This design comes from an exercise in tuning for small area, a short achievable clock period and few clock cycles per item on the open sky130 flow, not from production work.
Function was checked by simulation only, so behaviour that the tests miss may differ from the original.

Setup of red:
Design date_difference_days_top, start of the top module:
module date_difference_days_top #(
  parameter int unsigned YEAR_MAX = 9999
) (
  input  logic                      clk_i,
  input  logic                      rst_ni,
  input  logic                      valid_i,
  output logic                      stall_o,
  input  logic [dd_pkg::DAY_W-1:0]   first_day_i,
  input  logic [dd_pkg::MONTH_W-1:0] first_month_i,
  input  logic [dd_pkg::YEAR_W-1:0]  first_year_i,
  input  logic [dd_pkg::DAY_W-1:0]   second_day_i,
  input  logic [dd_pkg::MONTH_W-1:0] second_month_i,
  input  logic [dd_pkg::YEAR_W-1:0]  second_year_i,
  output logic                      valid_o,
  input  logic                      stall_i,
  output logic [dd_pkg::DIFF_W-1:0]  day_difference_o
);
For scale: roughly 10000 um^2 of cells after synthesis.
export LEC_CHECK = 0
export CAP_MARGIN = 20
export CORE_MARGIN = 2
export CORE_UTILIZATION = 70
export CTS_BUF_LIST = sky130_fd_sc_hd__clkbuf_8
export GPL_ROUTABILITY_DRIVEN = 0
export GPL_TIMING_DRIVEN = 0
export SETUP_SLACK_MARGIN = 1.5
export SLEW_MARGIN = 20
export SYNTH_HIERARCHICAL = 1
export SYNTH_MINIMUM_KEEP_SIZE = 0
export TNS_END_PERCENT = 30
create_clock -name core_clock -period 5.5 [get_ports {clk_i}]
standard.sh (not shown) runs the stock make flow with config.mk's settings and CLKGATE_MAP_FILE= SYNTH_SCRIPT=/design/flow/synth_recipe.tcl, a recipe that flattens the netlist after the stock synthesis.
==> flow/flow/run.sh <==
#!/bin/bash
# Standard layout, with the port buffers made of sky130_fd_sc_hd__buf_2 cells instead of the
# buffer_ports default. All output goes to flow.log in the work folder.
set -o pipefail
export BUFFER_PORTS_ARGS="-buffer_cell sky130_fd_sc_hd__buf_2"
bash standard.sh > flow.log 2>&1
Testbench counts of red, summed over its fixed seeds: cycles 12,016, items 12,000.
Modified inputs, blue compared to red
# red
export LEC_CHECK = 0
export CAP_MARGIN = 20
export CORE_MARGIN = 2
export CORE_UTILIZATION = 70
export CTS_BUF_LIST = sky130_fd_sc_hd__clkbuf_8
export GPL_ROUTABILITY_DRIVEN = 0
export GPL_TIMING_DRIVEN = 0
export SETUP_SLACK_MARGIN = 1.5
export SLEW_MARGIN = 20
export SYNTH_HIERARCHICAL = 1
export SYNTH_MINIMUM_KEEP_SIZE = 0
export TNS_END_PERCENT = 30
create_clock -name core_clock -period 5.5 [get_ports {clk_i}]
# blue
export LEC_CHECK = 0
export CAP_MARGIN = 5
export CORE_MARGIN = 2
export CORE_UTILIZATION = 70
export CTS_BUF_LIST = sky130_fd_sc_hd__clkbuf_8
export GPL_ROUTABILITY_DRIVEN = 0
export GPL_TIMING_DRIVEN = 0
export SETUP_SLACK_MARGIN = 1.5
export SLEW_MARGIN = 5
export SYNTH_HIERARCHICAL = 1
export SYNTH_MINIMUM_KEEP_SIZE = 0
create_clock -name core_clock -period 5.5 [get_ports {clk_i}]
[summary]
- blue did not stop at any stage, and its layout met the timing, DRC and antenna checks.
- blue has less setup slack than red.
- Diff red and blue: final wirelength lower in blue
- Number of library cell types mapped by synthesis: blue vs red identical
- The share of final layout cell area taken by non-clock buffers on red is in line with that on blue.
- The higher final core utilization came out of red.
- Met3 usage in global routing | blue above red
- Delta (blue minus red): arrival time of data at the critical path endpoint went up 0.03 ns.
Here is what was changed in the inputs of green compared with blue.
# blue
export LEC_CHECK = 0
export CAP_MARGIN = 5
export CORE_MARGIN = 2
export CORE_UTILIZATION = 70
export CTS_BUF_LIST = sky130_fd_sc_hd__clkbuf_8
export GPL_ROUTABILITY_DRIVEN = 0
export GPL_TIMING_DRIVEN = 0
export SETUP_SLACK_MARGIN = 1.5
export SLEW_MARGIN = 5
export SYNTH_HIERARCHICAL = 1
export SYNTH_MINIMUM_KEEP_SIZE = 0
create_clock -name core_clock -period 5.5 [get_ports {clk_i}]
# green
export LEC_CHECK = 0
export CAP_MARGIN = 20
export CORE_MARGIN = 2
export CORE_UTILIZATION = 70
export CTS_BUF_LIST = sky130_fd_sc_hd__clkbuf_8
export GPL_ROUTABILITY_DRIVEN = 0
export GPL_TIMING_DRIVEN = 0
export SETUP_SLACK_MARGIN = 1.5
export SLEW_MARGIN = 20
export SYNTH_HIERARCHICAL = 1
export SYNTH_MINIMUM_KEEP_SIZE = 0
create_clock -name core_clock -period 5.5 [get_ports {clk_i}]
[summary]
Timing, DRC, antenna: 0 failures across blue and green
Of the two values seen for standard cell with the maximum stage delay on the critical path, edfxtp_1 was produced by blue and fa_2 by green.
In terms of filler-free cell count of the finished design, blue and green differ only marginally.
green vs blue, post-layout minimum cycle time went down by 0.028 ns.
Going from blue to green, maximum single-stage delay on the critical path did not really move, post-route fraction of the period consumed by the critical path went down, global-route usage went up.
Relative to blue, green degrades final design area excluding fillers.
The non-clock buffer contribution to total cell area on green is in line with that on blue.

* * *

== job 101 ==
date_difference_days_top, a different RTL version from the one above (not shown whole).
For scale: ~960 cells after synthesis, ~100 flip-flops.
export LEC_CHECK = 0
export CAP_MARGIN = 20
export CORE_MARGIN = 2
export CORE_UTILIZATION = 70
export CTS_BUF_LIST = sky130_fd_sc_hd__clkbuf_8
export GPL_ROUTABILITY_DRIVEN = 0
export GPL_TIMING_DRIVEN = 0
export SETUP_SLACK_MARGIN = 1.6
export SLEW_MARGIN = 20
export SYNTH_HIERARCHICAL = 1
export SYNTH_MINIMUM_KEEP_SIZE = 0
create_clock -name core_clock -period 5.5 [get_ports {clk_i}]
Scripts as last shown in full above: flow/flow/run.sh
Testbench counts of job 101, summed over its fixed seeds: cycles 12,016, items 12,000.
## Diff of input files: job 102 against job 101
- SETUP_SLACK_MARGIN now 1.5, was 1.6
- CTS_BUF_LIST no longer set, was sky130_fd_sc_hd__clkbuf_8
- CORE_UTILIZATION now 80, was 70
The higher worst setup slack of job 102 and job 101 is in job 101.
Job 102: utilization is 11 points higher than what job 101 reported.
Sort job 102 and job 101 by via count asc -> top: job 101

* * *

== onyx ==
date_difference_days_top, a different RTL version from the one above (not shown whole).
For scale: roughly 1000 cells after synthesis, roughly 65 flip-flops, roughly 75 I/O pins, ~10000 µm² of cells after synthesis.
export LEC_CHECK = 0
export CAP_MARGIN = 20
export CORE_MARGIN = 2
export CORE_UTILIZATION = 70
export SLEW_MARGIN = 20
create_clock -name core_clock -period 5.5 [get_ports {clk_i}]
run.sh (not shown) runs the stock make flow with config.mk's settings and CLKGATE_MAP_FILE= SYNTH_SCRIPT=/design/flow/synth_recipe.tcl, a recipe that flattens the netlist after the stock synthesis.
Stock flow here: none of the scripts above is used.
Final checks on onyx, whose flow otherwise completed, came back failing, citing negative setup slack.
> inputs changed (onyx -> umber)
- putting GPL_TIMING_DRIVEN at 0 where nothing was set
- putting GPL_ROUTABILITY_DRIVEN at 0 where nothing was set
## What came out
- Run comparison: onyx worst setup path endpoint day_difference_o[19]; umber worst setup path endpoint day_difference_o[21]
- Number of cells after detailed placement (umber over onyx): decrease, 98
- umber vs onyx, instance count: umber lower
- Post-route fraction of the period consumed by the critical path in umber vs onyx: down 1.1 points
- From the logs: umber reached the end of the flow and failed the layout checks with negative setup slack.
## Diff of input files: nickel against umber
==> flow/flow/run.sh (new file) <==
#!/bin/bash
# Standard layout, with the port buffers made of sky130_fd_sc_hd__buf_2 cells instead of the
# buffer_ports default. All output goes to flow.log in the work folder.
set -o pipefail
export BUFFER_PORTS_ARGS="-buffer_cell sky130_fd_sc_hd__buf_2"
bash standard.sh > flow.log 2>&1
==> flow/standard.sh (new file) <==
#!/bin/bash
# synth_recipe.tcl (not shown) runs the flow's synth.tcl, then flattens the netlist and writes it again
# the make line also repeats each setting of config.mk as NAME=value (left out here)
make -C /OpenROAD-flow-scripts/flow DESIGN_CONFIG=/design/flow/config.mk WORK_HOME=/design/flow/orfs CLKGATE_MAP_FILE= SYNTH_SCRIPT=/design/flow/synth_recipe.tcl "${@:-finish}"
removed: flow/run.sh
Results
None of the runs umber and nickel ends with a clean layout. Ran to the end and failed final checks on negative setup slack: umber. Although it ran to completion, nickel produced a layout that fails the final checks because of negative setup slack. Worst hold slack was lower in nickel than in umber. nickel: final core utilization is 4.5 points lower than what umber reported. Side by side, setup total negative slack turned out higher in nickel than in umber.

* * *

Another version of the RTL of date_difference_days_top (not shown whole).
Size in the first run: about 64 flip-flops, about 75 I/O pins.
## date_difference_days_top
module date_difference_days_top #(
  parameter int unsigned YEAR_MAX = 9999
) (
  input  logic                      clk_i,
  input  logic                      rst_ni,
  input  logic                      valid_i,
  output logic                      stall_o,
  input  logic [dd_pkg::DAY_W-1:0]   first_day_i,
  input  logic [dd_pkg::MONTH_W-1:0] first_month_i,
  input  logic [dd_pkg::YEAR_W-1:0]  first_year_i,
  input  logic [dd_pkg::DAY_W-1:0]   second_day_i,
  input  logic [dd_pkg::MONTH_W-1:0] second_month_i,
  input  logic [dd_pkg::YEAR_W-1:0]  second_year_i,
  output logic                      valid_o,
  input  logic                      stall_i,
  output logic [dd_pkg::DIFF_W-1:0]  day_difference_o
);
  logic valid_q;
  logic adv;
  logic hit;
  logic [3:0] flags_d, flags_q;
  assign flags_d = {second_year_i > 14'd9999, second_year_i == 14'd0,
                     first_year_i > 14'd9999, first_year_i == 14'd0};
  assign hit = (flags_d == flags_q);
  always_ff @(posedge clk_i or negedge rst_ni) begin
    if (!rst_ni) begin
      flags_q <= 4'd0;
    end else if (valid_i) begin
      flags_q <= flags_d;
    end
  end
  assign adv     = !(valid_q && stall_i);
  assign stall_o = !(adv && hit);
  assign valid_o = valid_q;
  logic [13:0] yc0, yc1;
  assign yc0 = flags_q[1] ? 14'd9999 : {first_year_i[13:1], first_year_i[0] | flags_q[0]};
  ...
clock: 5.5 ns
lec_check: 0
abc_area: 1
cap_margin: 20
core_margin: 2
core_utilization: 70
gpl_routability_driven: 0
gpl_timing_driven: 0
slew_margin: 20
standard.sh (not shown) runs the stock make flow with config.mk's settings and CLKGATE_MAP_FILE= SYNTH_SCRIPT=/design/flow/synth_recipe.tcl, a recipe that flattens the netlist after the stock synthesis.
==> flow/flow/run.sh <==
#!/bin/bash
# Standard layout, with the port buffers made of sky130_fd_sc_hd__buf_2 cells instead of the
# buffer_ports default. All output goes to flow.log in the work folder.
set -o pipefail
export BUFFER_PORTS_ARGS="-buffer_cell sky130_fd_sc_hd__buf_2"
bash standard.sh > flow.log 2>&1
Testbench counts at the start, summed over its fixed seeds: cycles 12,008, items 12,000.
==> next run, changes <==
ABC_AREA = default   (was 1)
SETUP_SLACK_MARGIN = 0.15   (was default)
After rerunning:
- hold slack improved by 0.058 ns
- clock-buffer cell count stays the same
- critical path depth fell by 6
- cell count fell by about a fifth
- non-clock buffer count rose by 21
- fmax barely changes
- sequential cell count stays the same
- final area fell by a few percent

* * *

run 1:
RTL: one of the versions met above, not the one the previous note started from.
Size in the first run: ~100 flip-flops, ~75 I/O pins.
==> flow/config.mk <==
export PLATFORM = sky130hd
export DESIGN_NAME = date_difference_days_top
export DESIGN_NICKNAME = date_difference_days_top
export VERILOG_FILES = /design/flow/design.v
export SDC_FILE = /design/flow/constraint.sdc
export NUM_CORES = 4
export LEC_CHECK = 0
export CAP_MARGIN = 20
export CORE_MARGIN = 2
export CORE_UTILIZATION = 70
export CTS_BUF_LIST = sky130_fd_sc_hd__clkbuf_8
export CTS_CLUSTER_DIAMETER = 100
export CTS_CLUSTER_SIZE = 30
export GPL_ROUTABILITY_DRIVEN = 0
export GPL_TIMING_DRIVEN = 0
export SETUP_SLACK_MARGIN = 1.5
export SLEW_MARGIN = 20
export SYNTH_HIERARCHICAL = 1
export SYNTH_MINIMUM_KEEP_SIZE = 0
==> flow/constraint.sdc <==
create_clock -name core_clock -period 5.5 [get_ports {clk_i}]
set_input_delay 1.1000 -clock core_clock [delete_from_list [all_inputs] [get_ports {clk_i}]]
set_output_delay 1.1000 -clock core_clock [all_outputs]
set_load 0.01 [all_outputs]
Scripts as last shown in full above: flow/flow/run.sh
Run 1 reached the final stage; the timing, DRC and antenna checks on its layout passed.
Testbench counts of run 1, summed over its fixed seeds: cycles 12,016, items 12,000.
--- input diff run 1..run 2 ---
Settings: CTS_CLUSTER_DIAMETER no longer set, was 100; SETUP_SLACK_MARGIN now 1.7, was 1.5; CTS_CLUSTER_SIZE no longer set, was 30.
Notes after the runs:
Run 2 completed; timing, DRC and antenna clean. Re worst-margin pin slew: run 2 and run 1 aren't equal, and the higher value belongs to run 2. Compared with run 1, in run 2 final cell count without fillers moved up; met1 track demand over resource moved down; post-synthesis to final-layout area growth moved up. A critical path launch point of second_year_i[3] is what run 1 shows, while second_year_i[4] belongs to run 2. Comparing run 2 and run 1, the higher core utilization was measured on run 2. Compared with run 1, run 2 has less setup slack. Run 2 ended with more non-clock buffer total of the final layout than run 1.
Changes in run 3 relative to run 2:
Settings: a change of SETUP_SLACK_MARGIN from 1.7 to 1.5.
==> run summary <==
Run 3 has completed all stages; timing, DRC and antenna checks passed. Sort run 3 and run 2 by share of the core filled with cells in the final layout, descending, and run 2 comes first. Compared with run 2, run 3 shows a worst hold slack that is 3.8 ps lower. Compared to run 2, run 3 has number of fillers in the final layout 49 higher. The final-layout non-clock buffer area share in run 3 sits 1.9 points below the value recorded for run 2. Synthesis-to-layout area growth in run 3 vs run 2: down 3.8 points. Diff run 2 -> run 3: maximum cell stage delay along the critical path saw a decrease, area of combinational cells with multiple inputs saw a decrease. Re sequential cell area in the final layout: no difference whatsoever between run 2 and run 3. Non-clock buffer count: run 3 vs run 2 down 20%.
Input-level comparison between run 4 and run 3:
Settings: CTS_BUF_LIST: sky130_fd_sc_hd__clkbuf_8 -> unset.
Results
Timing, DRC, antenna: 0 failures across run 3 and run 4. Going from run 3 to run 4, clock transition at the registers of the reported paths shrinks by 30 ps. Re sequential share of layout area: run 4 is 0.39 points down on run 3. Critical path's slowest cell = fa_1: run 3; critical path's slowest cell = fa_2: run 4. Of the two candidates, run 3 has the better routed wire length and run 4 the worse one. Compared run 3 against run 4; clock tree buffer depth within noise. Summary of run 4 over run 3: final setup slack of the worst path fell by 43 ps, area growth from synthesis to layout rose by 1.7 points, final hold slack fell by 6.3 ps, wire length on met2 rose by 2.2%, maximum fanout along the worst path fell by 1. Between run 3 and run 4, final clock period utilization by the worst path is higher for run 4, run 3 comes in under that.

* * *

date_difference_days_top, a different RTL version from the one above (not shown whole).
Size in the first run: ~100 flip-flops, about 11000 sq um of cells after synthesis.
Design date_difference_days_top, start of the top module:
module date_difference_days_top #(
  parameter int unsigned YEAR_MAX = 9999
) (
  input  logic                      clk_i,
  input  logic                      rst_ni,
  input  logic                      valid_i,
  output logic                      stall_o,
  input  logic [dd_pkg::DAY_W-1:0]   first_day_i,
  input  logic [dd_pkg::MONTH_W-1:0] first_month_i,
  input  logic [dd_pkg::YEAR_W-1:0]  first_year_i,
  input  logic [dd_pkg::DAY_W-1:0]   second_day_i,
  input  logic [dd_pkg::MONTH_W-1:0] second_month_i,
  input  logic [dd_pkg::YEAR_W-1:0]  second_year_i,
  output logic                      valid_o,
  input  logic                      stall_i,
  output logic [dd_pkg::DIFF_W-1:0]  day_difference_o
);
  logic [1:0] valid_q;
  logic       adv;
  logic       hit;
  logic [3:0] flags_d, flags_q;
  assign flags_d = {second_year_i > 14'd9999, second_year_i == 14'd0,
                     first_year_i > 14'd9999, first_year_i == 14'd0};
  assign hit = (flags_d == flags_q);
  ...
clock: 5.5 ns
lec_check: 0
cap_margin: 20
core_margin: 2
core_utilization: 70
gpl_routability_driven: 0
gpl_timing_driven: 0
setup_slack_margin: 1.5
slew_margin: 20
synth_hierarchical: 1
synth_minimum_keep_size: 0
Scripts as last shown in full above: flow/flow/run.sh
Testbench counts at the start, summed over its fixed seeds: cycles 12,016, items 12,000.
Then changed:
SETUP_SLACK_MARGIN = 2.0   (was 1.5)
What happened:
- The new run finished with timing, DRC and antenna clean
- fmax decreases by 0.56%
- clock-buffer cell count fell by 1
- worst setup slack gets worse by 0.022 ns
- first-iteration DRC count came out higher by 24%
- core utilization came out higher by 8.2 points
- routed wire length is higher by 24%
- final area rises by 10%
- cell count is higher by 4.8%

==> afterwards: timing with drivers on the ports <==
How much do the figures lean on ideal ports? The routed layouts below were timed once more, with nothing changed but the port constraints. Step 1 (the two cells are an assumption about what drives the block):
set clk [get_ports {clk_i}]
set_driving_cell -lib_cell sky130_fd_sc_hd__clkbuf_16 $clk
set_driving_cell -lib_cell sky130_fd_sc_hd__buf_2 [delete_from_list [all_inputs] $clk]
Step 2 moves the port delays by t, midway between the first and last clock arrival at a register: inputs arrive t later, outputs are due t later. That takes back most of the time a late clock gives input paths. Three values: ideal, step 1, step 2; two values: the first two.
run	shift t [ns]	slack for setup (ns)	latest minus earliest clock arrival (ns)	worst register clock-pin slew, ns	pins driven straight from the clock port
red	0.412	1.610 / 1.575 / 1.240	0.013 / 0.013	0.10 / 0.10	1
blue	0.423	1.583 / 1.546 / 1.275	0.016 / 0.017	0.11 / 0.11	1
green	0.410	1.612 / 1.576 / 1.240	0.013 / 0.013	0.10 / 0.10	1
job 101	0.421	1.587 / 1.568 / 1.158	0.016 / 0.017	0.10 / 0.10	1
job 102	0.393	1.396 / 1.420 / 1.028	0.007 / 0.007	0.06 / 0.06	1
onyx	0.396	-0.190 / -0.236 / -0.220	0.007 / 0.006	0.06 / 0.06	1
umber	0.388	-0.127 / -0.171 / -0.343	0.006 / 0.006	0.06 / 0.06	1
nickel	0.390	-0.034 / -0.077 / -0.193	0.007 / 0.008	0.06 / 0.06	1
the first run of note 4	0.386	0.103 / 0.131 / -0.255	0.015 / 0.015	0.06 / 0.06	1
the second run of note 4	0.386	0.087 / 0.110 / -0.275	0.010 / 0.009	0.06 / 0.06	1
run 1	0.421	1.587 / 1.558 / 1.186	0.017 / 0.018	0.10 / 0.10	1
run 2	0.418	1.523 / 1.495 / 1.076	0.014 / 0.013	0.10 / 0.10	1
run 3	0.421	1.587 / 1.558 / 1.186	0.017 / 0.018	0.10 / 0.10	1
run 4	0.391	1.544 / 1.543 / 1.152	0.011 / 0.010	0.07 / 0.07	1
the first run of note 6	0.397	1.522 / 1.525 / 1.141	0.012 / 0.013	0.07 / 0.07	1
the second run of note 6	0.404	1.500 / 1.507 / 1.103	0.011 / 0.010	0.08 / 0.08	1
Met with ideal ports but missed after step 2: setup timing in the first run of note 4 and the second run of note 4. The setup slack of run 2, which loses most, moves by -0.028 ns with the drivers and by -0.447 ns with both steps.
